What follows belongs to an exercise in optimizing a design on an open flow for small area and a short achievable clock period; a production flow would make more cautious choices. At most, simulation tests tie the RTL to the original design; equivalence was not proved. The RTL of runs 1 to 4 was laid out without a check of its function. No run shown here takes its clock network from TritonCTS; it comes from the design's own scripts or RTL. The clock port is modelled as an ideal driver, which makes a skipped or thinned clock tree look cheaper than it is; a real chip needs a root buffer or a tree. Power is estimated from default activity; no workload was simulated.

[flow/pre_cts.tcl]
# Hook run by ORFS's cts.tcl before clock tree synthesis (PRE_CTS_TCL).
# Builds a balanced two-level clock tree instead of TritonCTS's: the clock
# port feeds 4 root buffers, each root feeds 16 leaf buffers and each leaf a
# compact cluster of about 34 flip-flops. The flow's own clock_tree_synthesis
# call is then replaced by one that only marks the clocks as propagated.
source [file join [file dirname [info script]] my_tree.tcl]
mt_build clk 2 4 sky130_fd_sc_hd__clkbuf_16
global_connect
rename clock_tree_synthesis orfs_clock_tree_synthesis_unused
proc clock_tree_synthesis {args} {
  puts "clock tree built by flow/pre_cts.tcl; TritonCTS not run"
  set_propagated_clock [all_clocks]
}
[flow/run.sh]
#!/bin/bash
# Layout flow: the standard ORFS flow (standard.sh), with the clock tree
# built by flow/pre_cts.tcl (a two-level balanced tree) instead of TritonCTS.
# The whole make/ORFS output goes to standard_flow.log in the work folder;
# ORFS also keeps each step's own log under orfs/logs/.
set -euo pipefail
export PRE_CTS_TCL="$PWD/flow/pre_cts.tcl"
bash standard.sh > standard_flow.log 2>&1
[design.v]
module data_memory_responder #(
    parameter int DEPTH_LOG2 = 6,
    parameter int LATENCY    = 2
) (
    input  logic        clk,
    input  logic        reset,
    input  logic        req,
    input  logic        we,
    input  logic [31:0] addr,
    input  logic [31:0] wdata,
    output logic        ready,
    output logic [31:0] rdata,
    output logic        err,
    output logic        busy
);
    localparam int NRING = 16;
    localparam int RLEN  = 4;
    logic unused_addr_bits;
    assign unused_addr_bits = &{1'b0, addr[31:8], LATENCY[0], DEPTH_LOG2[0]};
    logic busy_q, a0, a1, a2, ready_q;
    logic idle_q;     
    logic acc;        
    assign acc = idle_q && req;
    always_ff @(posedge clk or negedge reset) begin
        if (!reset) begin
            busy_q  <= 1'b0;
            idle_q  <= 1'b1;
            a0      <= 1'b0;
            a1      <= 1'b0;
            a2      <= 1'b0;
            ready_q <= 1'b0;
        end else begin
            busy_q  <= busy_q ? !ready_q : req;
            idle_q  <= busy_q ? ready_q : !req;
            a0      <= acc;
            a1      <= a0;
            a2      <= a1;
            ready_q <= a2;
        end
    end
    logic        lat_we;
    logic [7:0]  lat_addr;
    logic [31:0] lat_wdata;
    logic        err_q;
    always_ff @(posedge clk) begin
        if (idle_q) begin
            lat_we    <= we;
            lat_addr  <= addr[7:0];
            lat_wdata <= wdata;
        end
    end
    always_ff @(posedge clk) err_q <= (lat_addr[1:0] != 2'b00);
    logic       aligned;
    logic [3:0] ring_ix;
    logic [1:0] slot;
    assign aligned = (lat_addr[1:0] == 2'b00);
    assign ring_ix = lat_addr[7:4];
    assign slot    = lat_addr[3:2];
    logic [1:0] ph;
    always_ff @(posedge clk) ph <= ph + 2'd1;
    logic [1:0] pos_now, pos_next;
    assign pos_now  = slot + ph;
    assign pos_next = slot + ph + 2'd1;
    logic wlate;
    always_ff @(posedge clk) wlate <= a2 && lat_we && aligned && (pos_now == 2'd2);
    logic wr_now;
    assign wr_now = (((a0 || a1 || a2) && lat_we && aligned) || wlate) && (pos_now == 2'd3);
    logic [NRING-1:0] wen;
    always_comb begin
        for (int r = 0; r < NRING; r++) wen[r] = wr_now && ring_ix == 4'(r);
    end
    logic [31:0] ring [NRING][RLEN];
    for (genvar r = 0; r < NRING; r++) begin : g_ring
        always_ff @(posedge clk) begin
            ring[r][0] <= wen[r] ? lat_wdata : ring[r][RLEN-1];
            for (int p = 1; p < RLEN; p++) ring[r][p] <= ring[r][p-1];
        end
    end
    logic [2*NRING-1:0] rsel;
    logic               cap;
    always_ff @(posedge clk) begin
        for (int r = 0; r < NRING; r++) begin
            rsel[2*r]   <= aligned && !lat_we && ring_ix == 4'(r) && pos_next == 2'd0;
            rsel[2*r+1] <= aligned && !lat_we && ring_ix == 4'(r) && pos_next == 2'd2;
        end
    end
    always_ff @(posedge clk or negedge reset) begin
        if (!reset) cap <= 1'b0;
        else        cap <= (a0 || a1) && !lat_we && (!aligned || !pos_next[0]) ||
                           a0 && !aligned;
    end
    logic [31:0] rd_mux;
    always_comb begin
        rd_mux = 32'h0;
        for (int r = 0; r < NRING; r++) begin
            rd_mux = rd_mux | ({32{rsel[2*r]}} & ring[r][0]) | ({32{rsel[2*r+1]}} & ring[r][2]);
        end
    end
    logic        clr;
    logic [31:0] rdata_q;
    always_ff @(posedge clk or negedge reset) begin
        if (!reset) clr <= 1'b1;
        else        clr <= 1'b0;
    end
    always_ff @(posedge clk) begin
        if (clr)      rdata_q <= 32'h0;
        else if (cap) rdata_q <= rd_mux;
    end
    assign ready = ready_q;
    assign busy  = busy_q;
    assign rdata = rdata_q;
    assign err   = err_q;
endmodule
[flow/my_tree.tcl]
# Build a balanced two-level clock tree: the clock port feeds NROOT root
# buffers, each root feeds a group of leaf buffers, each leaf feeds a
# compact cluster of clock sinks (found by recursive median bisection).
proc mt_center {inst} {
  set bb [$inst getBBox]
  return [list [expr {([$bb xMin] + [$bb xMax]) / 2}] [expr {([$bb yMin] + [$bb yMax]) / 2}]]
}
# items: list of {x y payload}; split into 2^levels groups
proc mt_bisect {items levels} {
  if {$levels == 0 || [llength $items] < 2} { return [list $items] }
  set xs [lmap it $items {lindex $it 0}]
  set ys [lmap it $items {lindex $it 1}]
  set dx [expr {[tcl::mathfunc::max {*}$xs] - [tcl::mathfunc::min {*}$xs]}]
  set dy [expr {[tcl::mathfunc::max {*}$ys] - [tcl::mathfunc::min {*}$ys]}]
  set k [expr {$dx >= $dy ? 0 : 1}]
  set s [lsort -integer -index $k $items]
  set h [expr {[llength $s] / 2}]
  return [concat [mt_bisect [lrange $s 0 [expr {$h - 1}]] [expr {$levels - 1}]] \
                 [mt_bisect [lrange $s $h end] [expr {$levels - 1}]]]
}
proc mt_centroid {items} {
  set sx 0; set sy 0
  foreach it $items { incr sx [lindex $it 0]; incr sy [lindex $it 1] }
  set n [llength $items]
  return [list [expr {$sx / $n}] [expr {$sy / $n}]]
}
proc mt_build {clk_port_net root_levels leaf_levels bufname} {
  set block [ord::get_db_block]
  set db [ord::get_db]
  set master [$db findMaster $bufname]
  set net [$block findNet $clk_port_net]
  set sinks {}
  foreach it [$net getITerms] {
    set inst [$it getInst]
    set c [mt_center $inst]
    lappend sinks [list [lindex $c 0] [lindex $c 1] $it]
  }
  puts "MT sinks [llength $sinks]"
  set groups [mt_bisect $sinks [expr {$root_levels + $leaf_levels}]]
  set per_root [expr {1 << $leaf_levels}]
  set leaves {}
  set li 0
  foreach g $groups {
    set c [mt_centroid $g]
    set b [odb::dbInst_create $block $master "mtleaf_$li"]
    set n [odb::dbNet_create $block "mtnet_leaf_$li"]
    $n setSigType CLOCK
    foreach s $g { set it [lindex $s 2]; $it disconnect; $it connect $n }
    [$b findITerm X] connect $n
    $b setLocation [lindex $c 0] [lindex $c 1]
    $b setPlacementStatus PLACED
    lappend leaves [list [lindex $c 0] [lindex $c 1] [$b findITerm A]]
    incr li
  }
  set ri 0
  for {set i 0} {$i < [llength $leaves]} {incr i $per_root} {
    set g [lrange $leaves $i [expr {$i + $per_root - 1}]]
    set c [mt_centroid $g]
    set b [odb::dbInst_create $block $master "mtroot_$ri"]
    set n [odb::dbNet_create $block "mtnet_root_$ri"]
    $n setSigType CLOCK
    foreach s $g { [lindex $s 2] connect $n }
    [$b findITerm X] connect $n
    [$b findITerm A] connect $net
    $b setLocation [lindex $c 0] [lindex $c 1]
    $b setPlacementStatus PLACED
    incr ri
  }
  $net setSigType CLOCK
  puts "MT built $li leaves, $ri roots"
}
[constraint.sdc]
create_clock -name core_clock -period 4.5 [get_ports {clk}]
set_input_delay 0.9000 -clock core_clock [delete_from_list [all_inputs] [get_ports {clk}]]
set_output_delay 0.9000 -clock core_clock [all_outputs]
set_load 0.01 [all_outputs]
[standard.sh]
#!/bin/bash
# synth_recipe.tcl (not shown) runs the flow's synth.tcl, then flattens the netlist and writes it again
# the make line also repeats each setting of config.mk as NAME=value (left out here)
make -C /OpenROAD-flow-scripts/flow DESIGN_CONFIG=/design/flow/config.mk WORK_HOME=/design/flow/orfs CLKGATE_MAP_FILE= SYNTH_SCRIPT=/design/flow/synth_recipe.tcl "${@:-finish}"
[config.mk]
export PLATFORM = sky130hd
export DESIGN_NAME = data_memory_responder
export DESIGN_NICKNAME = data_memory_responder
export VERILOG_FILES = /design/flow/design.v
export SDC_FILE = /design/flow/constraint.sdc
export NUM_CORES = 4
export LEC_CHECK = 0
export CAP_MARGIN = 20
export CORE_MARGIN = 2
export CORE_UTILIZATION = 60
export SETUP_SLACK_MARGIN = 2.6
export SLEW_MARGIN = 20
==> results.py, run 1 <==
metrics = {
    "floorplanning": {
        "dieArea_mm2": 0.0964,
        "die_h_um": 311,
        "io_pins": 103,
        "initial_core_util_pct": 60.5,
        "fp.dieW_um": 311,
        "fp.coreArea_mm2": 0.0932,
        "placementRows": 112,
    },
    "worst_setup_path": {
        "slowest_stage": "edfxtp_1",
        "cp_num_buf_inv": 4,
        "startpoint_type": "flop",
        "crit_top_cell": "buf_12",
        "cp.arrival_ns": 2.85,
        "rrSetupSlack_ns": 2.07,
        "max_stage_delay_ns": 0.40,
        "r2r_end": "ring[56][1]$_DFF_P_",
        "reg2regPathDepth": 10,
        "crit_required_ns": 4.92,
        "cp-startpoint": "lat_addr[2]$_DFFE_PP_",
        "cp.depth": 10,
        "end_kind": "flop",
        "r2r_start": "lat_addr[2]$_DFFE_PP_",
        "worstSetupPathType": "flop to flop",
        "cp_max_fo": 6,
        "path_delay_family": "simple AND/OR/NAND/NOR gates",
        "crit_path_cell_trace": "ha_2, xnor3_2, nor2b_4, buf_12, nand4_4, nor2_4, buf_12, buf_12, buf_16, mux2_4",
        "worstSetupEndpoint": "ring[56][1]$_DFF_P_",
    },
    "outcome": {
        "status": "timing/DRC/antenna clean",
    },
    "sta": {
        "setup_tns_ns": 0,
        "setup_viol": 0,
        "relSlewSlack_pct": 28.6,
        "worst_pin_slew_ns": 1.07,
        "hold_viol": 0,
        "grt_setup_unrepaired": "yes",
        "fin_crit_sh_pct": 54.0,
        "final-max-slew-violation-count": 0,
        "finalClockSkew_ns": 0.0304,
        "min_period_ns": 2.43,
        "fmax_mhz": 411,
    },
    "synth": {
        "yosysUniqueCellTypes": 44,
        "synth_edf_count": 41,
        "synth_top_cell_area_share_pct": 75.1,
        "yosys-top-cells-count": "dfxtp_1 (2116), mux2_2 (428), a22oi_1 (382)",
        "synth_top_family_by_area": "multiplexers",
        "synthesis.area_mm2": 0.0564,
        "synth_top_cell_by_area": "dfxtp_1",
        "yosys.area_share.simple_pct": 2.86,
        "syn_nets": 3760,
        "synth_xor_area_share_pct": 0.0555,
        "synth_compound_area_share_pct": 7.13,
        "synth.area.top_cells": "dfxtp_1 (75%), mux2_2 (8.5%), a22oi_1 (5.1%)",
        "yosysWarnings": 2,
        "avgSynthCellArea_um2": 15.3,
        "synth_mux_area_share_pct": 10.6,
        "synth-seq-area-share_pct": 77.7,
        "ys_ff_latch": 2165,
        "synth_fa_ha_area_share_pct": 0.0222,
        "synth_ff_type": "dfxtp_1",
        "yosys.cell_count.top_type": "dfxtp_1",
        "async_flop_share_pct": 0.370,
        "netlist_instances": 3691,
    },
    "place": {
        "hpwl_mm": 86.6,
        "place_inst": 4894,
        "place_congestion": 0.813,
        "io_buffer_count": 78,
    },
    "power_and_ir_drop": {
        "share_seq_of_total_power_pct": 70.2,
        "ir_drop_uv": 340,
        "p_int_uw": 22200,
        "power_switching_uw": 5590,
        "p_per_area_mw_per_mm2": 424,
        "p_leak_uw": 0.0253,
        "finalPower_uw": 27800,
        "clkPwrFrac_pct": 28.6,
        "switching_share_pct": 20.1,
        "combPwrFrac_pct": 1.2,
    },
    "final_layout": {
        "diodes": 0,
        "drive_gt1_share_pct": 25.7,
        "fin_nets": 3996,
        "post-route-util_pct": 70.4,
        "layoutNonFillerInstCount": 5179,
        "area_growth_pct": 16.4,
    },
    "flow_run": {
        "max_cap_viol_count": 0,
    },
    "global_routing": {
        "gr-total-overflow": 0,
        "track_usage_pct": 34.6,
        "grt_first_pass_wirelength_mm": 238,
        "grt_max_degree": 43,
        "antenna_found_initial": 2,
        "grt_pass1_vias": 31400,
    },
    "drt": {
        "wl_met3_mm": 14.9,
        "first_pass_iters": 8,
        "vias": 31600,
        "drtAntennaViolNets": 0,
        "drc": 0,
        "wl_met2_mm": 78.7,
        "avgViaCountPerCell": 6.10,
        "routedWlPerCell_um": 34.0,
        "wl_mm": 176,
        "maxUsedRoutingLayer": "met4",
        "m1WireLength_mm": 75.7,
        "drtIter0Drc": 4038,
    },
    "clock_network": {
        "cts.clk_slew.worst_paths_ns": 0.12,
        "cts_hold_buffers": 0,
        "clk_latency_ns": 0.54,
    },
    "hold_path": {
        "hp-class": "flop to flop",
    },
}
==> cell type report <==
type / count / area [µm²]
sequential: 2165 / 44000
fill: 6109 / 27600
multi-input combinational: 1335 / 13400
timing repair buffer: 354 / 5000
buffer: 68 / 1700
tap: 1254 / 1570
inverter: 3 / 11.3
==> power groups by stage <==
stage | registers, µW | logic [µW] | clock network (µW)
final | 19500 | 329 | 7950
after global routing | 19600 | 342 | 8580
after CTS | 19500 | 299 | 7910
after detailed placement | 20000 | 231 | 0
after global placement | 20000 | 229 | 0
after floorplan | 19800 | 139 | 0
==> sequential cells by signal, indices dropped and copies added, names as in the netlist <==
signal	count
ring	2048
lat_wdata	32
rdata_q	32
rsel	32
lat_addr	8
ph	2
a0	1
a1	1
a2	1
busy_q	1
cap	1
clr	1
err_q	1
idle_q	1
lat_we	1
ready_q	1
wlate	1
==> worst min path at each step <==
stage,start,to,slack (ns),cells after the start
2_1_floorplan,ring[9][0]$_DFF_P_,ring[10][0]$_DFF_P_,0.31,0
3_3_place_gp,ring[29][22]$_DFF_P_,ring[30][22]$_DFF_P_,0.31,0
3_5_place_dp,ring[33][5]$_DFF_P_,ring[34][5]$_DFF_P_,0.31,0
4_1_cts,ring[13][25]$_DFF_P_,ring[14][25]$_DFF_P_,0.33,0
5_1_grt,ring[9][14]$_DFF_P_,ring[10][14]$_DFF_P_,0.33,0
6_report,ring[41][8]$_DFF_P_,ring[42][8]$_DFF_P_,0.32,0
==> cell usage in the layout, fill, tap and decap left out, types with 38 or more instances in the layout <==
cell and n:
mux2_4 444, a22oi_1 382, nand4_1 103, buf_12 75
buf_16 38, clkdlybuf4s50_1 43, buf_6 77, mux2_2 68
dfxtp_4 39, nand2_1 39, nor2_1 65, edfxtp_1 41
clkbuf_16 77, buf_4 97, dfxtp_1 2049
==> per-stage QoR <==
step	instance area, µm²	hold slack [ns]	worst slack, ns
2_1_floorplan	56500	0.310	2.53
3_3_place_gp	58600	0.310	1.51
3_5_place_dp	58700	0.312	1.45
4_1_cts	64100	0.330	2.15
5_1_grt	65600	0.331	2.03
6_report	65600	0.325	2.07
==> logic make-up (layout without fill, tap and decap cells) <==
group / Yosys count / count (layout)
flip-flops: 2165 / 2165
AO/OA/AOI/OAI: 514 / 514
multiplexers: 512 / 512
AND/OR/NAND/NOR: 301 / 305
buffers and inverters: 195 / 425
XOR/XNOR: 2 / 2
adder cells (fa/ha/maj): 1 / 1
other: 1 / 1
==> repair_timing <==
action | 4_1_cts | 5_1_grt
resized for setup | 608 | 212
setup endpoints to repair | 595 | 586
buffers inserted | 117 | 57
pin swaps | 16 | 15
gates cloned | 34 | 9
==> per-layer routing <==
metal	up-vias	GRT usage, %
met2	1507	53.3
li1	13500	-
met4	0	12.0
met5	-	0
met1	16300	48.5
met3	305	7.39
==> inputs of run 2 (changes only) <==
--- a/design.v
+++ b/design.v
@@ -39,35 +39,42 @@
         end
     end
     logic        lat_we;
-    logic [7:0]  lat_addr;
+    logic [3:0]  lat_addr;    
     logic [31:0] lat_wdata;
     logic        err_q;
     always_ff @(posedge clk) begin
         if (idle_q) begin
             lat_we    <= we;
-            lat_addr  <= addr[7:0];
+            lat_addr  <= addr[3:0];
             lat_wdata <= wdata;
         end
     end
     always_ff @(posedge clk) err_q <= (lat_addr[1:0] != 2'b00);
     logic       aligned;
-    logic [3:0] ring_ix;
     logic [1:0] slot;
     assign aligned = (lat_addr[1:0] == 2'b00);
-    assign ring_ix = lat_addr[7:4];
     assign slot    = lat_addr[3:2];
     logic [1:0] ph;
     always_ff @(posedge clk) ph <= ph + 2'd1;
     logic [1:0] pos_now, pos_next;
     assign pos_now  = slot + ph;
     assign pos_next = slot + ph + 2'd1;
-    logic wlate;
-    always_ff @(posedge clk) wlate <= a2 && lat_we && aligned && (pos_now == 2'd2);
-    logic wr_now;
-    assign wr_now = (((a0 || a1 || a2) && lat_we && aligned) || wlate) && (pos_now == 2'd3);
+    logic [NRING-1:0] ring_oh;
+    always_ff @(posedge clk) begin
+        if (idle_q) begin
+            for (int r = 0; r < NRING; r++) ring_oh[r] <= (addr[7:4] == 4'(r));
+        end
+    end
+    logic [1:0]       pos_new;
     logic [NRING-1:0] wen;
-    always_comb begin
-        for (int r = 0; r < NRING; r++) wen[r] = wr_now && ring_ix == 4'(r);
+    assign pos_new = addr[3:2] + ph;
+    always_ff @(posedge clk) begin
+        for (int r = 0; r < NRING; r++) begin
+            wen[r] <= idle_q ? (reset && req && we && addr[1:0] == 2'b00 && pos_new == 2'd2 &&
+                                addr[7:4] == 4'(r))
+                             : ((a0 || a1 || a2) && lat_we && aligned && pos_now == 2'd2 &&
+                                ring_oh[r]);
+        end
     end
     logic [31:0] ring [NRING][RLEN];
     for (genvar r = 0; r < NRING; r++) begin : g_ring
@@ -80,8 +87,8 @@
     logic               cap;
     always_ff @(posedge clk) begin
         for (int r = 0; r < NRING; r++) begin
-            rsel[2*r]   <= aligned && !lat_we && ring_ix == 4'(r) && pos_next == 2'd0;
-            rsel[2*r+1] <= aligned && !lat_we && ring_ix == 4'(r) && pos_next == 2'd2;
+            rsel[2*r]   <= aligned && !lat_we && ring_oh[r] && pos_next == 2'd0;
+            rsel[2*r+1] <= aligned && !lat_we && ring_oh[r] && pos_next == 2'd2;
         end
     end
     always_ff @(posedge clk or negedge reset) begin
==> flow/my_tree.tcl (replaced) <==
# Build a balanced two-level clock tree: the clock port feeds NROOT root
# buffers, each root feeds a group of leaf buffers, each leaf feeds a
# compact cluster of clock sinks (found by recursive median bisection).
proc mt_center {inst} {
  set bb [$inst getBBox]
  return [list [expr {([$bb xMin] + [$bb xMax]) / 2}] [expr {([$bb yMin] + [$bb yMax]) / 2}]]
}
# items: list of {x y payload}; split into k groups of near-equal size by
# recursive bisection across the wider extent
proc mt_split {items k} {
  if {$k <= 1 || [llength $items] < 2} { return [list $items] }
  set xs [lmap it $items {lindex $it 0}]
  set ys [lmap it $items {lindex $it 1}]
  set dx [expr {[tcl::mathfunc::max {*}$xs] - [tcl::mathfunc::min {*}$xs]}]
  set dy [expr {[tcl::mathfunc::max {*}$ys] - [tcl::mathfunc::min {*}$ys]}]
  set idx [expr {$dx >= $dy ? 0 : 1}]
  set s [lsort -integer -index $idx $items]
  set k1 [expr {$k / 2}]
  set h [expr {([llength $s] * $k1) / $k}]
  return [concat [mt_split [lrange $s 0 [expr {$h - 1}]] $k1] \
                 [mt_split [lrange $s $h end] [expr {$k - $k1}]]]
}
proc mt_out {b} { foreach it [$b getITerms] { if {[$it isOutputSignal]} { return $it } } }
proc mt_in {b} { foreach it [$b getITerms] { if {[$it isInputSignal]} { return $it } } }
proc mt_centroid {items} {
  set sx 0; set sy 0
  foreach it $items { incr sx [lindex $it 0]; incr sy [lindex $it 1] }
  set n [llength $items]
  return [list [expr {$sx / $n}] [expr {$sy / $n}]]
}
proc mt_build {clk_port_net nroot leaves_per_root bufname {rootname {}}} {
  if {$rootname eq {}} { set rootname $bufname }
  set block [ord::get_db_block]
  set db [ord::get_db]
  set master [$db findMaster $bufname]
  set rmaster [$db findMaster $rootname]
  set net [$block findNet $clk_port_net]
  set sinks {}
  foreach it [$net getITerms] {
    set inst [$it getInst]
    set c [mt_center $inst]
    lappend sinks [list [lindex $c 0] [lindex $c 1] $it]
  }
  puts "MT sinks [llength $sinks]"
  set ri 0
  set li 0
  foreach rg [mt_split $sinks $nroot] {
    set leaves {}
    foreach g [mt_split $rg $leaves_per_root] {
      set c [mt_centroid $g]
      set b [odb::dbInst_create $block $master "mtleaf_$li"]
      set n [odb::dbNet_create $block "mtnet_leaf_$li"]
      $n setSigType CLOCK
      foreach s $g { set it [lindex $s 2]; $it disconnect; $it connect $n }
      [mt_out $b] connect $n
      $b setLocation [lindex $c 0] [lindex $c 1]
      $b setPlacementStatus PLACED
      lappend leaves [list [lindex $c 0] [lindex $c 1] [mt_in $b]]
      incr li
    }
    set c [mt_centroid $leaves]
    set b [odb::dbInst_create $block $rmaster "mtroot_$ri"]
    set n [odb::dbNet_create $block "mtnet_root_$ri"]
    $n setSigType CLOCK
    foreach s $leaves { [lindex $s 2] connect $n }
    [mt_out $b] connect $n
    [mt_in $b] connect $net
    $b setLocation [lindex $c 0] [lindex $c 1]
    $b setPlacementStatus PLACED
    incr ri
  }
  $net setSigType CLOCK
  puts "MT built $li leaves, $ri roots"
}
==> flow/pre_cts.tcl (replaced) <==
# Hook run by ORFS's cts.tcl before clock tree synthesis (PRE_CTS_TCL).
# Builds a balanced two-level clock tree instead of TritonCTS's: the clock
# port feeds 4 root buffers (buf_16), each root feeds 32 leaf buffers
# (clkbuf_8) and each leaf a compact cluster of about 17 flip-flops. The
# flow's own clock_tree_synthesis call is then replaced by one that only
# marks the clocks as propagated.
source [file join [file dirname [info script]] my_tree.tcl]
mt_build clk 4 32 sky130_fd_sc_hd__clkbuf_8 sky130_fd_sc_hd__buf_16
global_connect
rename clock_tree_synthesis orfs_clock_tree_synthesis_unused
proc clock_tree_synthesis {args} {
  puts "clock tree built by flow/pre_cts.tcl; TritonCTS not run"
  set_propagated_clock [all_clocks]
}
--- a/config.mk
+++ b/config.mk
@@ -8,5 +8,5 @@
 export CAP_MARGIN = 20
 export CORE_MARGIN = 2
 export CORE_UTILIZATION = 60
-export SETUP_SLACK_MARGIN = 2.6
+export SETUP_SLACK_MARGIN = 2.7
 export SLEW_MARGIN = 20
==> results.py, run 2 <==
metrics = {
    "synth": {
        "yosysUniqueCellTypes": 39,
        "ys_ff_latch": 2192,
        "synth_top_cell_by_area": "dfxtp_1",
        "async_flop_share_pct": 0.365,
        "synth-seq-area-share_pct": 78.1,
        "yosys-top-cells-count": "dfxtp_1 (2131), mux2_2 (512), a22oi_1 (362)",
        "synth_ff_type": "dfxtp_1",
        "synth_edf_count": 53,
        "syn_nets": 3820,
        "yosys.cell_count.top_type": "dfxtp_1",
        "avgSynthCellArea_um2": 15.2,
        "synth.area.top_cells": "dfxtp_1 (75%), mux2_2 (10%), a22oi_1 (4.8%)",
        "synth_top_cell_area_share_pct": 74.9,
        "netlist_instances": 3750,
        "yosysWarnings": 2,
        "synthesis.area_mm2": 0.0570,
    },
    "hold_path": {
        "hp-class": "input port to async pin",
    },
    "worst_setup_path": {
        "reg2regPathDepth": 8,
        "rrSetupSlack_ns": 2.63,
        "cp.arrival_ns": 1.08,
        "cp_num_buf_inv": 1,
        "r2r_start": "rsel[20]$_DFF_P_",
        "worstSetupPathType": "flop to primary output",
        "end_kind": "primary output",
        "startpoint_type": "flop",
        "crit_required_ns": 3.60,
        "path_delay_family": "flip-flops",
        "crit_path_cell_trace": "buf_2",
        "slowest_stage": "dfrtp_1",
        "r2r_end": "rdata_q[11]$_SDFFE_PP0P_",
        "cp_max_fo": 2,
        "max_stage_delay_ns": 0.40,
    },
    "floorplanning": {
        "dieArea_mm2": 0.0974,
        "fp.coreArea_mm2": 0.0946,
        "die_h_um": 312,
        "fp.dieW_um": 312,
        "io_pins": 103,
        "placementRows": 113,
        "initial_core_util_pct": 60.2,
    },
    "global_routing": {
        "gr-total-overflow": 0,
        "grt_max_degree": 35,
        "antenna_found_initial": 0,
        "track_usage_pct": 32.3,
        "grt_first_pass_wirelength_mm": 228,
        "grt_pass1_vias": 31500,
    },
    "final_layout": {
        "area_growth_pct": 10.9,
        "post-route-util_pct": 66.8,
        "final_common_cell": "dfxtp_1",
        "final_cell_mix": "dfxtp_1 (2049), mux2_2 (512), a22oi_1 (358)",
        "layoutNonFillerInstCount": 5214,
        "fin_nets": 4019,
        "largest_reg_flops": 2048,
        "regMostFlops": "ring",
        "drive_gt1_share_pct": 26.4,
    },
    "drt": {
        "vias": 31100,
        "drtIter0Drc": 2706,
        "drc": 0,
        "wl_mm": 163,
        "avgViaCountPerCell": 5.97,
        "drtAntennaViolNets": 0,
        "routedWlPerCell_um": 31.3,
        "first_pass_iters": 6,
    },
    "sta": {
        "fin_ws_ns": 2.52,
        "grt_setup_unrepaired": "yes",
        "final-max-slew-violation-count": 0,
        "fin_crit_sh_pct": 43.9,
        "hold_viol": 0,
        "relSlewSlack_pct": 21.0,
        "fmax_mhz": 506,
        "setup_viol": 0,
        "min_period_ns": 1.98,
        "finalClockSkew_ns": 0.0288,
        "whs_ns": 0.197,
        "worst_pin_slew_ns": 1.19,
        "setup_tns_ns": 0,
    },
    "power_and_ir_drop": {
        "p_leak_uw": 0.0245,
        "p_per_area_mw_per_mm2": 456,
        "ir_drop_uv": 375,
    },
    "clock_network": {
        "clk_latency_ns": 0.53,
        "cts_hold_buffers": 0,
        "cts.clk_slew.worst_paths_ns": 0.11,
    },
    "place": {
        "io_buffer_count": 78,
        "place_ws_ns": 1.70,
        "place_inst": 4957,
        "hpwl_mm": 88.8,
        "place_congestion": 0.814,
    },
    "flow_run": {
        "max_cap_viol_count": 0,
    },
    "outcome": {
        "status": "timing/DRC/antenna clean",
    },
}
run 2: timing repair:
action | 4_1_cts | 5_1_grt
hold endpoints to repair | 0 | 0
pin swaps | 10 | 35
setup endpoints to repair | 354 | 97
gates cloned | 0 | 2
resized for setup | 309 | 91
buffers inserted | 67 | 54
run 2: kinds of logic (layout without fill, tap and decap cells):
logic type | count (synthesis) | count (layout) | share of synthesized area (%)
other | 1 | 3 | 0.00658
DFF | 2192 | 2192 | 78.1
AOI/OAI and AO/OA | 522 | 522 | 7.25
muxes | 512 | 512 | 10.1
adders and majority gates | 2 | 2 | 0.0439
and+or+nand+nor | 303 | 303 | 2.97
buffers and inverters | 213 | 410 | 1.47
xor gates and xnor gates | 5 | 5 | 0.0769
run 2: power by group:
part           internal, µW  switching (µW)  total [µW]
registers             19900             322       20200
logic                   249             287         536
clock network          2720            5360        8080
run 2: final cells by class:
cell class	instances	area, µm²
Timing Repair Buffer	274	2980
Inverter	4	15.0
Tap cell	1265	1580
Fill cell	6634	31400
Buffer	132	1870
Antenna cell	2	5.00
Sequential cell	2192	44700
Multi-Input combinational cell	1345	12000
run 2: through the flow:
stage	total power [µW]	cell area, µm²
after floorplan	20700	57000
after global placement	21100	59200
after detailed placement	21100	59200
after CTS	28800	62200
after global routing	29700	63200
final	28800	63200
run 2: worst max path at each step:
stage / start / endpoint / slack, ns / depth (start not counted)
floorplan: addr[2] / wen[3]$_DFF_P_ / 2.62 / 5
global placement: reset / wen[15]$_DFF_P_ / 1.73 / 6
detailed placement: reset / wen[7]$_DFF_P_ / 1.70 / 6
CTS: ready_q$_DFF_PN0_ / ready / 2.50 / 1
global route: ready_q$_DFF_PN0_ / ready / 2.49 / 1
finish: ready_q$_DFF_PN0_ / ready / 2.52 / 1
run 2: worst reg2reg max path: stages (launching register included):
cell and delay (ns):
dfxtp_4 0.40, buf_6 0.14, buf_12 0.13, buf_6 0.12
a22o_1 0.18, a221oi_2 0.19, nand4_1 0.15, nor4_2 0.33
nor3_1 0.08
run 2: routing by layer:
metal  GRT usage (%)  up-vias  part of all wire, %
li1                -    13600                    -
met1            47.4    16100                   45
met2            51.2     1207                   45
met3            4.17      264                  6.7
met4            7.95        0                  2.9
met5               0        -                    0
==> inputs of run 3 (changes only) <==
--- a/config.mk
+++ b/config.mk
@@ -8,5 +8,5 @@
 export CAP_MARGIN = 20
 export CORE_MARGIN = 2
 export CORE_UTILIZATION = 60
-export SETUP_SLACK_MARGIN = 2.7
+export SETUP_SLACK_MARGIN = 2.5
 export SLEW_MARGIN = 20
==> results.py, run 3 <==
metrics = {
    "worst_setup_path": {
        "worstSetupPathType": "flop to flop",
        "crit_path_cell_trace": "buf_4, mux2_2",
        "slowest_stage": "dfxtp_2",
        "cp.depth": 2,
        "r2r_start": "wen[13]$_DFF_P_",
        "cp_max_fo": 17,
        "cp.arrival_ns": 2.45,
        "cp-startpoint": "wen[13]$_DFF_P_",
        "reg2regPathDepth": 2,
        "path_delay_family": "flip-flops",
        "crit_required_ns": 4.91,
        "rrSetupSlack_ns": 2.46,
        "cp_num_buf_inv": 1,
        "end_kind": "flop",
        "max_stage_delay_ns": 0.95,
        "r2r_end": "ring[52][23]$_DFF_P_",
        "startpoint_type": "flop",
    },
    "drt": {
        "wl_mm": 156,
        "routedWlPerCell_um": 30.5,
        "avgViaCountPerCell": 5.94,
        "drtIter0Drc": 2637,
        "drc": 0,
        "first_pass_iters": 6,
        "vias": 30400,
        "drtAntennaViolNets": 0,
    },
    "synth": {
        "synth_top_cell_area_share_pct": 74.9,
        "yosysWarnings": 2,
        "netlist_instances": 3750,
        "yosys.cell_count.top_type": "dfxtp_1",
        "ys_ff_latch": 2192,
        "async_flop_share_pct": 0.365,
        "synth.area.top_cells": "dfxtp_1 (75%), mux2_2 (10%), a22oi_1 (4.8%)",
        "synth_top_cell_by_area": "dfxtp_1",
        "yosysUniqueCellTypes": 39,
        "yosys-top-cells-count": "dfxtp_1 (2131), mux2_2 (512), a22oi_1 (362)",
        "avgSynthCellArea_um2": 15.2,
        "synth_edf_count": 53,
        "synth_ff_type": "dfxtp_1",
        "synth-seq-area-share_pct": 78.1,
        "syn_nets": 3820,
        "synthesis.area_mm2": 0.0570,
    },
    "power_and_ir_drop": {
        "p_leak_uw": 0.0237,
        "ir_drop_uv": 404,
        "p_per_area_mw_per_mm2": 468,
    },
    "hold_path": {
        "min_delay_path_depth": 0,
        "hold_end": "ring[26][1]$_DFF_P_",
        "min_from": "ring[25][1]$_DFF_P_",
        "hp-class": "flop to flop",
    },
    "sta": {
        "relSlewSlack_pct": 25.5,
        "final-max-slew-violation-count": 0,
        "setup_tns_ns": 0,
        "fmax_mhz": 489,
        "finalClockSkew_ns": 0.0273,
        "grt_setup_unrepaired": "yes",
        "min_period_ns": 2.04,
        "fin_crit_sh_pct": 45.4,
        "worst_pin_slew_ns": 1.12,
        "setup_viol": 0,
        "whs_ns": 0.320,
        "hold_viol": 0,
    },
    "place": {
        "place_congestion": 0.803,
        "hpwl_mm": 85.6,
        "io_buffer_count": 78,
        "postPlaceCellArea_mm2": 0.0591,
    },
    "floorplanning": {
        "dieArea_mm2": 0.0974,
        "initial_core_util_pct": 60.2,
        "die_h_um": 312,
        "placementRows": 113,
        "io_pins": 103,
        "fp.dieW_um": 312,
        "fp.coreArea_mm2": 0.0946,
    },
    "clock_network": {
        "cts.clk_slew.worst_paths_ns": 0.10,
        "cts_hold_buffers": 0,
        "clk_latency_ns": 0.53,
    },
    "outcome": {
        "status": "timing/DRC/antenna clean",
    },
    "global_routing": {
        "antenna_found_initial": 1,
        "grt_pass1_vias": 31600,
        "grt_first_pass_wirelength_mm": 222,
        "gr-total-overflow": 0,
        "track_usage_pct": 31.2,
        "grt_max_degree": 35,
    },
    "final_layout": {
        "fin_nets": 3922,
        "area_growth_pct": 7.94,
        "fillCellCount": 6786,
        "final_area_mm2": 0.0615,
        "final_cell_mix": "dfxtp_1 (2050), mux2_2 (512), a22oi_1 (362)",
        "drive_gt1_share_pct": 23.6,
        "final_common_cell": "dfxtp_1",
        "regMostFlops": "ring",
        "largest_reg_flops": 2048,
    },
    "flow_run": {
        "max_cap_viol_count": 0,
    },
}
[run 3: cell count changes in the layout (fill, tap and decap cells not counted), moves of 10 or more]
cell	previous run	this run
dfxtp_2	28	39
nor4_1	8	20
a221oi_2	12	0
buf_12	34	12
dfxtp_4	54	42
nor4_2	20	10
a221oi_1	30	43
buf_6	52	9
buf_4	126	76
buf_2	3	34
[run 3: where the power goes]
part | leakage (µW) | switching [µW] | internal (µW)
Combinational | 0.00491 | 258 | 205
Clock | 0.000971 | 5370 | 2720
Sequential | 0.0178 | 325 | 19900
Total | 0.0237 | 5950 | 22800
[run 3: kinds of logic (layout without fill, tap and decap cells)]
kind of cell	after synthesis	count (layout)	share of synthesized area [%]
fa+ha+maj	2	2	0.0439
compound gates	522	522	7.25
xor+xnor	5	5	0.0769
mux	512	512	10.1
simple gates	303	303	2.97
other cells	1	2	0.00658
buf+inv	213	313	1.47
flops	2192	2192	78.1
[run 3: repair_timing]
item                       in CTS  in global routing
setup endpoints to repair     159                 83
resized for setup             201                 33
pin swaps                       4                  3
setup buffers                  21                 22
[run 3: per-layer routing]
layer / GRT usage [%] / up-vias / wire length [µm]
li1: - / 13400 / -
met1: 44.1 / 15600 / 68800
met2: 51.8 / 1099 / 73400
met3: 3.15 / 285 / 8970
met4: 8.42 / 0 / 4810
met5: 0 / - / 0
[run 3: stage by stage]
step / setup slack, ns / power [µW] / cells / util [%]
CTS: 2.40 / 28800 / 5093 / 64.7
global placement: 1.73 / 21100 / 4940 / 62.4
finish: 2.46 / 28800 / 5116 / 65.0
floorplan: 2.56 / 20700 / 3750 / -
detailed placement: 1.69 / 21100 / 4940 / 62.4
global route: 2.43 / 29600 / 5115 / 65.0
[run 3: worst max-delay path by stage]
stage | endpoint | slack (ns)
floorplan | wen[3]$_DFF_P_ | 2.56
global placement | wen[7]$_DFF_P_ | 1.73
detailed placement | wen[3]$_DFF_P_ | 1.69
CTS | rdata[1] | 2.40
global route | wen[11]$_DFF_P_ | 2.43
finish | ring[52][23]$_DFF_P_ | 2.46
[run 3: area by class of cell]
| class | instances | area, µm² | share of cell area [%] |
|---|---|---|---|
| Buffer | 132 | 1870 | 3.04 |
| Sequential cell | 2192 | 44700 | 72.7 |
| Inverter | 4 | 15.0 | 0.0244 |
| Tap cell | 1265 | 1580 | 2.57 |
| Timing Repair Buffer | 177 | 1560 | 2.54 |
| Multi-Input combinational cell | 1345 | 11800 | 19.1 |
| Antenna cell | 1 | 2.50 | 0.00407 |
==> inputs of run 4 (changes only) <==
--- a/config.mk
+++ b/config.mk
@@ -7,6 +7,6 @@
 export LEC_CHECK = 0
 export CAP_MARGIN = 20
 export CORE_MARGIN = 2
-export CORE_UTILIZATION = 60
-export SETUP_SLACK_MARGIN = 2.5
+export CORE_UTILIZATION = 66
+export SETUP_SLACK_MARGIN = 2.55
 export SLEW_MARGIN = 20
==> results.py, run 4 <==
metrics = {
    "outcome": {
        "status": "timing/DRC/antenna clean",
    },
    "worst_setup_path": {
        "crit_path_cell_trace": "buf_4, mux2_2",
        "reg2regPathDepth": 2,
        "slowest_stage": "dfxtp_2",
        "cp_max_fo": 17,
        "worstSetupPathType": "flop to flop",
        "crit_required_ns": 4.90,
        "path_delay_family": "flip-flops",
        "cp.depth": 2,
        "cp_num_buf_inv": 1,
        "max_stage_delay_ns": 0.90,
        "startpoint_type": "flop",
        "cp.arrival_ns": 2.40,
        "end_kind": "flop",
    },
    "synth": {
        "ys_ff_latch": 2192,
        "synth_edf_count": 53,
        "synth.area.top_cells": "dfxtp_1 (75%), mux2_2 (10%), a22oi_1 (4.8%)",
        "syn_nets": 3820,
        "synth_top_cell_by_area": "dfxtp_1",
        "synthesis.area_mm2": 0.0570,
        "yosys.cell_count.top_type": "dfxtp_1",
        "yosysUniqueCellTypes": 39,
        "netlist_instances": 3750,
        "yosys-top-cells-count": "dfxtp_1 (2131), mux2_2 (512), a22oi_1 (362)",
        "synth_top_cell_area_share_pct": 74.9,
        "yosysWarnings": 2,
        "async_flop_share_pct": 0.365,
        "synth_ff_type": "dfxtp_1",
        "synth-seq-area-share_pct": 78.1,
        "avgSynthCellArea_um2": 15.2,
    },
    "clock_network": {
        "cts_hold_buffers": 0,
        "cts.clk_slew.worst_paths_ns": 0.10,
        "clk_latency_ns": 0.53,
    },
    "floorplanning": {
        "die_h_um": 298,
        "fp.dieW_um": 298,
        "placementRows": 107,
        "initial_core_util_pct": 66.8,
        "io_pins": 103,
        "fp.coreArea_mm2": 0.0853,
        "dieArea_mm2": 0.0887,
    },
    "place": {
        "place_congestion": 0.829,
        "hpwl_mm": 85.6,
        "place_inst": 4824,
        "io_buffer_count": 78,
        "place_ws_ns": 1.64,
    },
    "sta": {
        "whs_ns": 0.299,
        "setup_viol": 0,
        "final-max-slew-violation-count": 0,
        "relSlewSlack_pct": 24.9,
        "fin_ws_ns": 2.50,
        "setup_tns_ns": 0,
        "grt_setup_unrepaired": "yes",
        "finalClockSkew_ns": 0.0238,
        "fin_crit_sh_pct": 44.4,
        "fmax_mhz": 501,
        "worst_pin_slew_ns": 1.13,
        "hold_viol": 0,
        "min_period_ns": 2.00,
    },
    "final_layout": {
        "drive_gt1_share_pct": 24.0,
        "final_common_cell": "dfxtp_1",
        "area_growth_pct": 8.08,
        "largest_reg_flops": 2048,
        "layoutNonFillerInstCount": 5010,
        "fillCellCount": 5658,
        "final_cell_mix": "dfxtp_1 (2050), mux2_2 (512), a22oi_1 (361)",
        "diodes": 0,
        "regMostFlops": "ring",
        "fin_nets": 3938,
    },
    "global_routing": {
        "grt_pass1_vias": 31500,
        "antenna_found_initial": 5,
        "grt_max_degree": 33,
        "grt_first_pass_wirelength_mm": 219,
        "gr-total-overflow": 0,
        "track_usage_pct": 33.6,
    },
    "drt": {
        "drtIter0Drc": 2666,
        "first_pass_iters": 5,
        "drtAntennaViolNets": 0,
        "vias": 30700,
        "avgViaCountPerCell": 6.13,
        "wl_mm": 154,
        "drc": 0,
        "routedWlPerCell_um": 30.7,
    },
    "power_and_ir_drop": {
        "ir_drop_uv": 388,
        "p_per_area_mw_per_mm2": 467,
        "p_leak_uw": 0.0238,
    },
    "flow_run": {
        "max_cap_viol_count": 0,
    },
    "hold_path": {
        "hp-class": "input port to async pin",
    },
}
-- run 4: cell count changes in the layout (fill, tap and decap cells not counted), moves of 2 or more --
cell             delta
buf_4               +7
nor2_1              -3
buf_2              -10
buf_8               +3
dfxtp_4             +4
buf_6              +18
nor2_4              +3
nor4_2              -2
dlygate4sd2_1       +3
nor4_1              +2
buf_12              -2
clkdlybuf4s50_1     -3
dfxtp_2             -4
-- run 4: layout make-up --
type	instances	area, µm²	area share [%]
Inverter	4	15.0	0.0244
Timing Repair Buffer	193	1770	2.87
Multi-Input combinational cell	1345	11800	19.2
Sequential cell	2192	44700	72.6
Tap cell	1144	1430	2.33
Buffer	132	1870	3.04
-- run 4: final timing paths --
check	start	end	slack, ns
worst max-delay path	wen[4]$_DFF_P_	ring[16][24]$_DFF_P_	2.50
worst min-delay path	reset	a2$_DFF_PN0_	0.30
worst max register to register	wen[4]$_DFF_P_	ring[16][24]$_DFF_P_	2.50
worst min register to register	ring[13][20]$_DFF_P_	ring[14][20]$_DFF_P_	0.32
max in group asynchronous	reset	idle_q$_DFF_PN1_	3.95
min in group core_clock	ring[13][20]$_DFF_P_	ring[14][20]$_DFF_P_	0.32
-- run 4: power breakdown --
group          internal [µW]  switching [µW]  total [µW]
Combinational            212             258         469
Sequential             19900             321       20200
Clock                   2720            5340        8070
-- run 4: cell families (layout without fill, tap and decap cells) --
family,Yosys count,after routing,share of synthesized area [%]
multiplexers,512,512,10.1
AND/OR/NAND/NOR,303,303,2.97
buffers and inverters,213,329,1.47
AO/OA/AOI/OAI,522,522,7.25
adder cells (fa/ha/maj),2,2,0.0439
other,1,1,0.00658
flip-flops,2192,2192,78.1
XOR/XNOR,5,5,0.0769
-- run 4: timing repair --
item,4_1_cts,5_1_grt
resized for setup,254,26
setup buffers,28,26
pin swaps,8,1
endpoints found under the setup margin,267,60
-- run 4: per-layer routing --
layer  track usage, %  vias to the layer above  share of wire, %
li1                 -                    13400                 -
met5                0                        -                 0
met2             55.1                     1282                46
met4             9.28                        0               3.6
met1             47.1                    15700                42
met3             4.71                      313               7.5
-- run 4: stage by stage --
stage | util [%] | power [µW] | instance area, µm²
after floorplan | - | 20700 | 57000
after global placement | 69.0 | 21100 | 58900
after detailed placement | 69.1 | 21100 | 58900
after CTS | 71.7 | 28700 | 61200
after global routing | 72.2 | 29500 | 61600
final | 72.2 | 28700 | 61600
==> inputs of run 5 (changes only) <==
--- a/design.v
+++ b/design.v
@@ -65,17 +65,15 @@
             for (int r = 0; r < NRING; r++) ring_oh[r] <= (addr[7:4] == 4'(r));
         end
     end
-    logic [1:0]       pos_new;
-    logic [NRING-1:0] wen;
+    logic       go;
+    logic [1:0] pos_new;
     assign pos_new = addr[3:2] + ph;
     always_ff @(posedge clk) begin
-        for (int r = 0; r < NRING; r++) begin
-            wen[r] <= idle_q ? (reset && req && we && addr[1:0] == 2'b00 && pos_new == 2'd2 &&
-                                addr[7:4] == 4'(r))
-                             : ((a0 || a1 || a2) && lat_we && aligned && pos_now == 2'd2 &&
-                                ring_oh[r]);
-        end
+        go <= idle_q ? (reset && req && we && addr[1:0] == 2'b00 && pos_new == 2'd2)
+                     : ((a0 || a1 || a2) && lat_we && aligned && pos_now == 2'd2);
     end
+    logic [NRING-1:0] wen;
+    assign wen = {NRING{go}} & ring_oh;
     logic [31:0] ring [NRING][RLEN];
     for (genvar r = 0; r < NRING; r++) begin : g_ring
         always_ff @(posedge clk) begin
--- a/flow/my_tree.tcl
+++ b/flow/my_tree.tcl
@@ -20,20 +20,16 @@
   return [concat [mt_split [lrange $s 0 [expr {$h - 1}]] $k1] \
                  [mt_split [lrange $s $h end] [expr {$k - $k1}]]]
 }
-proc mt_out {b} { foreach it [$b getITerms] { if {[$it isOutputSignal]} { return $it } } }
-proc mt_in {b} { foreach it [$b getITerms] { if {[$it isInputSignal]} { return $it } } }
 proc mt_centroid {items} {
   set sx 0; set sy 0
   foreach it $items { incr sx [lindex $it 0]; incr sy [lindex $it 1] }
   set n [llength $items]
   return [list [expr {$sx / $n}] [expr {$sy / $n}]]
 }
-proc mt_build {clk_port_net nroot leaves_per_root bufname {rootname {}}} {
-  if {$rootname eq {}} { set rootname $bufname }
+proc mt_build {clk_port_net nroot leaves_per_root bufname} {
   set block [ord::get_db_block]
   set db [ord::get_db]
   set master [$db findMaster $bufname]
-  set rmaster [$db findMaster $rootname]
   set net [$block findNet $clk_port_net]
   set sinks {}
   foreach it [$net getITerms] {
@@ -52,19 +48,19 @@
       set n [odb::dbNet_create $block "mtnet_leaf_$li"]
       $n setSigType CLOCK
       foreach s $g { set it [lindex $s 2]; $it disconnect; $it connect $n }
-      [mt_out $b] connect $n
+      [$b findITerm X] connect $n
       $b setLocation [lindex $c 0] [lindex $c 1]
       $b setPlacementStatus PLACED
-      lappend leaves [list [lindex $c 0] [lindex $c 1] [mt_in $b]]
+      lappend leaves [list [lindex $c 0] [lindex $c 1] [$b findITerm A]]
       incr li
     }
     set c [mt_centroid $leaves]
-    set b [odb::dbInst_create $block $rmaster "mtroot_$ri"]
+    set b [odb::dbInst_create $block $master "mtroot_$ri"]
     set n [odb::dbNet_create $block "mtnet_root_$ri"]
     $n setSigType CLOCK
     foreach s $leaves { [lindex $s 2] connect $n }
-    [mt_out $b] connect $n
-    [mt_in $b] connect $net
+    [$b findITerm X] connect $n
+    [$b findITerm A] connect $net
     $b setLocation [lindex $c 0] [lindex $c 1]
     $b setPlacementStatus PLACED
     incr ri
==> flow/pre_cts.tcl (replaced) <==
# Hook run by ORFS's cts.tcl before clock tree synthesis (PRE_CTS_TCL).
# Builds a balanced two-level clock tree instead of TritonCTS's: the clock
# port feeds 4 root buffers, each root feeds 24 leaf buffers and each leaf a
# compact cluster of about 23 flip-flops. The flow's own clock_tree_synthesis
# call is then replaced by one that only marks the clocks as propagated.
source [file join [file dirname [info script]] my_tree.tcl]
mt_build clk 4 24 sky130_fd_sc_hd__clkbuf_16
global_connect
rename clock_tree_synthesis orfs_clock_tree_synthesis_unused
proc clock_tree_synthesis {args} {
  puts "clock tree built by flow/pre_cts.tcl; TritonCTS not run"
  set_propagated_clock [all_clocks]
}
--- a/config.mk
+++ b/config.mk
@@ -7,6 +7,6 @@
 export LEC_CHECK = 0
 export CAP_MARGIN = 20
 export CORE_MARGIN = 2
-export CORE_UTILIZATION = 66
-export SETUP_SLACK_MARGIN = 2.55
+export CORE_UTILIZATION = 60
+export SETUP_SLACK_MARGIN = 2.6
 export SLEW_MARGIN = 20
==> results.py, run 5 <==
metrics = {
    "outcome": {
        "status": "timing/DRC/antenna clean",
    },
    "clock_network": {
        "cts.clk_slew.worst_paths_ns": 0.09,
        "clk_latency_ns": 0.59,
    },
    "sta": {
        "relSlewSlack_pct": 56.5,
        "fin_crit_sh_pct": 45.0,
        "finalClockSkew_ns": 0.0275,
        "fmax_mhz": 493,
        "final-max-slew-violation-count": 0,
        "hold_viol": 0,
        "min_period_ns": 2.03,
        "setup_tns_ns": 0,
        "setup_viol": 0,
        "grt_setup_unrepaired": "yes",
        "worst_pin_slew_ns": 0.653,
    },
    "global_routing": {
        "grt_pass1_vias": 30800,
        "track_usage_pct": 31.6,
        "grt_max_degree": 33,
        "grt_first_pass_wirelength_mm": 221,
        "antenna_found_initial": 5,
        "gr-total-overflow": 0,
    },
    "drt": {
        "vias": 30500,
        "drc": 0,
        "first_pass_iters": 6,
        "routedWlPerCell_um": 31.5,
        "drtAntennaViolNets": 0,
        "wl_mm": 159,
        "drtIter0Drc": 3157,
        "avgViaCountPerCell": 6.01,
    },
    "final_layout": {
        "regMostFlops": "ring",
        "drive_gt1_share_pct": 22.7,
        "fin_nets": 3884,
        "layoutNonFillerInstCount": 5067,
        "final_cell_mix": "dfxtp_1 (2050), mux2_2 (489), a22oi_1 (358)",
        "final_common_cell": "dfxtp_1",
        "area_growth_pct": 10.4,
        "largest_reg_flops": 2048,
    },
    "synth": {
        "async_flop_share_pct": 0.367,
        "synth_top_cell_by_area": "dfxtp_1",
        "synth_top_family_by_area": "multiplexers",
        "avgSynthCellArea_um2": 15.2,
        "synth_fa_ha_area_share_pct": 0.0443,
        "yosysUniqueCellTypes": 38,
        "synth_top_cell_area_share_pct": 75.0,
        "yosys.cell_count.top_type": "dfxtp_1",
        "yosys.area_share.simple_pct": 3.04,
        "yosysWarnings": 2,
        "netlist_instances": 3710,
        "synth_compound_area_share_pct": 7.02,
        "ys_ff_latch": 2177,
        "synth_xor_area_share_pct": 0.0775,
        "synth_edf_count": 53,
        "yosys-top-cells-count": "dfxtp_1 (2116), mux2_2 (489), a22oi_1 (358)",
        "synth.area.top_cells": "dfxtp_1 (75%), mux2_2 (9.7%), a22oi_1 (4.8%)",
        "syn_nets": 3780,
        "synthesis.area_mm2": 0.0565,
        "synth_mux_area_share_pct": 10.2,
        "synth_ff_type": "dfxtp_1",
        "synth-seq-area-share_pct": 78.2,
    },
    "worst_setup_path": {
        "cp_max_fo": 2,
        "startpoint_type": "flop",
        "cp.arrival_ns": 1.13,
        "end_kind": "primary output",
        "cp_num_buf_inv": 1,
        "path_delay_family": "flip-flops",
        "slowest_stage": "dfrtp_1",
        "crit_path_cell_trace": "buf_2",
        "max_stage_delay_ns": 0.40,
        "crit_required_ns": 3.60,
        "worstSetupPathType": "flop to primary output",
    },
    "power_and_ir_drop": {
        "p_leak_uw": 0.0248,
        "p_per_area_mw_per_mm2": 483,
        "ir_drop_uv": 434,
    },
    "floorplanning": {
        "fp.dieW_um": 311,
        "dieArea_mm2": 0.0966,
        "fp.coreArea_mm2": 0.0933,
        "die_h_um": 311,
        "io_pins": 103,
        "placementRows": 112,
        "initial_core_util_pct": 60.5,
    },
    "place": {
        "hpwl_mm": 86.8,
        "place_congestion": 0.817,
        "io_buffer_count": 78,
        "place_inst": 4921,
    },
    "flow_run": {
        "max_cap_viol_count": 0,
    },
    "hold_path": {
        "hp-class": "flop to flop",
    },
}
-- run 5: path summary, 6_finish.rpt --
kind / start / endpoint / slack (ns) / depth (start not counted)
worst max-delay path: ready_q$_DFF_PN0_ / ready / 2.47 / 1
worst min-delay path: ring[5][17]$_DFF_P_ / ring[6][17]$_DFF_P_ / 0.32 / 0
worst max register to register: go$_DFF_P_ / ring[28][20]$_DFF_P_ / 2.53 / 3
worst min register to register: ring[5][17]$_DFF_P_ / ring[6][17]$_DFF_P_ / 0.32 / 0
max in group asynchronous: reset / clr$_DFF_PN1_ / 3.58 / 1
min in group asynchronous: reset / busy_q$_DFF_PN0_ / 0.60 / 1
-- run 5: kinds of logic (layout without fill, tap and decap cells) --
kind of cell    Yosys count  in the layout
mux                     512            512
fa+ha+maj                 2              2
other cells               1              2
xor+xnor                  5              5
compound gates          503            503
flops                  2177           2177
buf+inv                 192            289
simple gates            318            323
-- run 5: layer usage --
layer | wire (µm) | track usage, %
met5 | 32 | 0
met4 | 4770 | 7.93
met3 | 13300 | 5.10
met2 | 70500 | 48.7
met1 | 70800 | 46.7
-- run 5: per-stage QoR --
stage / setup WS (ns) / utilization, % / power [µW] / area, µm² / hold WS, ns
floorplan: 2.88 / - / 20700 / 56500 / 0.310
global placement: 1.90 / 62.9 / 21100 / 58700 / 0.310
global route: 2.44 / 66.8 / 30900 / 62400 / 0.328
CTS: 2.45 / 66.3 / 30100 / 61900 / 0.329
detailed placement: 1.86 / 62.9 / 21100 / 58700 / 0.312
finish: 2.47 / 66.8 / 30100 / 62400 / 0.324
-- run 5: report_power, final --
part           internal, µW  switching (µW)  total (µW)
registers             19800             371       20200
logic                   258             286         544
clock network          3900            5460        9360
-- run 5: repair_timing --
action | in CTS | in global routing
hold buffers | 0 | 0
resized for setup | 292 | 56
setup endpoints to repair | 604 | 262
gates cloned | 2 | 3
pin swaps | 5 | 12
setup buffers | 24 | 16
-- run 5: layout make-up --
type                            count  area (µm²)
Multi-Input combinational cell   1346       12000
Fill cell                        6635       31000
Tap cell                         1254        1570
Sequential cell                  2177       44300
Buffer                            100        2500
Inverter                            2        7.51
Timing Repair Buffer              187        1910
Antenna cell                        1        2.50

-- re-timing with driven ports --
Ports are ideal in the flow. The routed layouts listed here were re-timed in OpenROAD.
Step 1 sets driving cells, clkbuf_16 on the clock port and buf_2 on the other inputs (assumed; they add their load-dependent delay and slew).
Step 2 adds t to the input delays and takes it off the output delays; t is the mean of the earliest and latest rising clock arrival at the registers after step 1. Input paths then give back, and output paths get back, about the clock's delay inside the block.
Three values: ideal ports, drivers, drivers and shift; two values: the first two.
| run | t (ns) | setup WS [ns] | worst setup path after step 2 | pins driven straight from the clock port |
|---|---|---|---|---|
| run 1 | 0.669 | 2.069 / 2.069 / 2.069 | register to register | 4 |
| run 2 | 0.680 | 2.525 / 2.359 / 2.299 | input to register | 4 |
| run 3 | 0.686 | 2.456 / 2.361 / 1.943 | input to register | 4 |
| run 4 | 0.678 | 2.503 / 2.351 / 2.073 | input to register | 4 |
| run 5 | 0.719 | 2.473 / 2.326 / 2.179 | input to register | 4 |
After both steps every run listed still meets setup and hold. The setup slack of run 3, which loses most, moves by -0.095 ns with the drivers and by -0.513 ns with both steps.
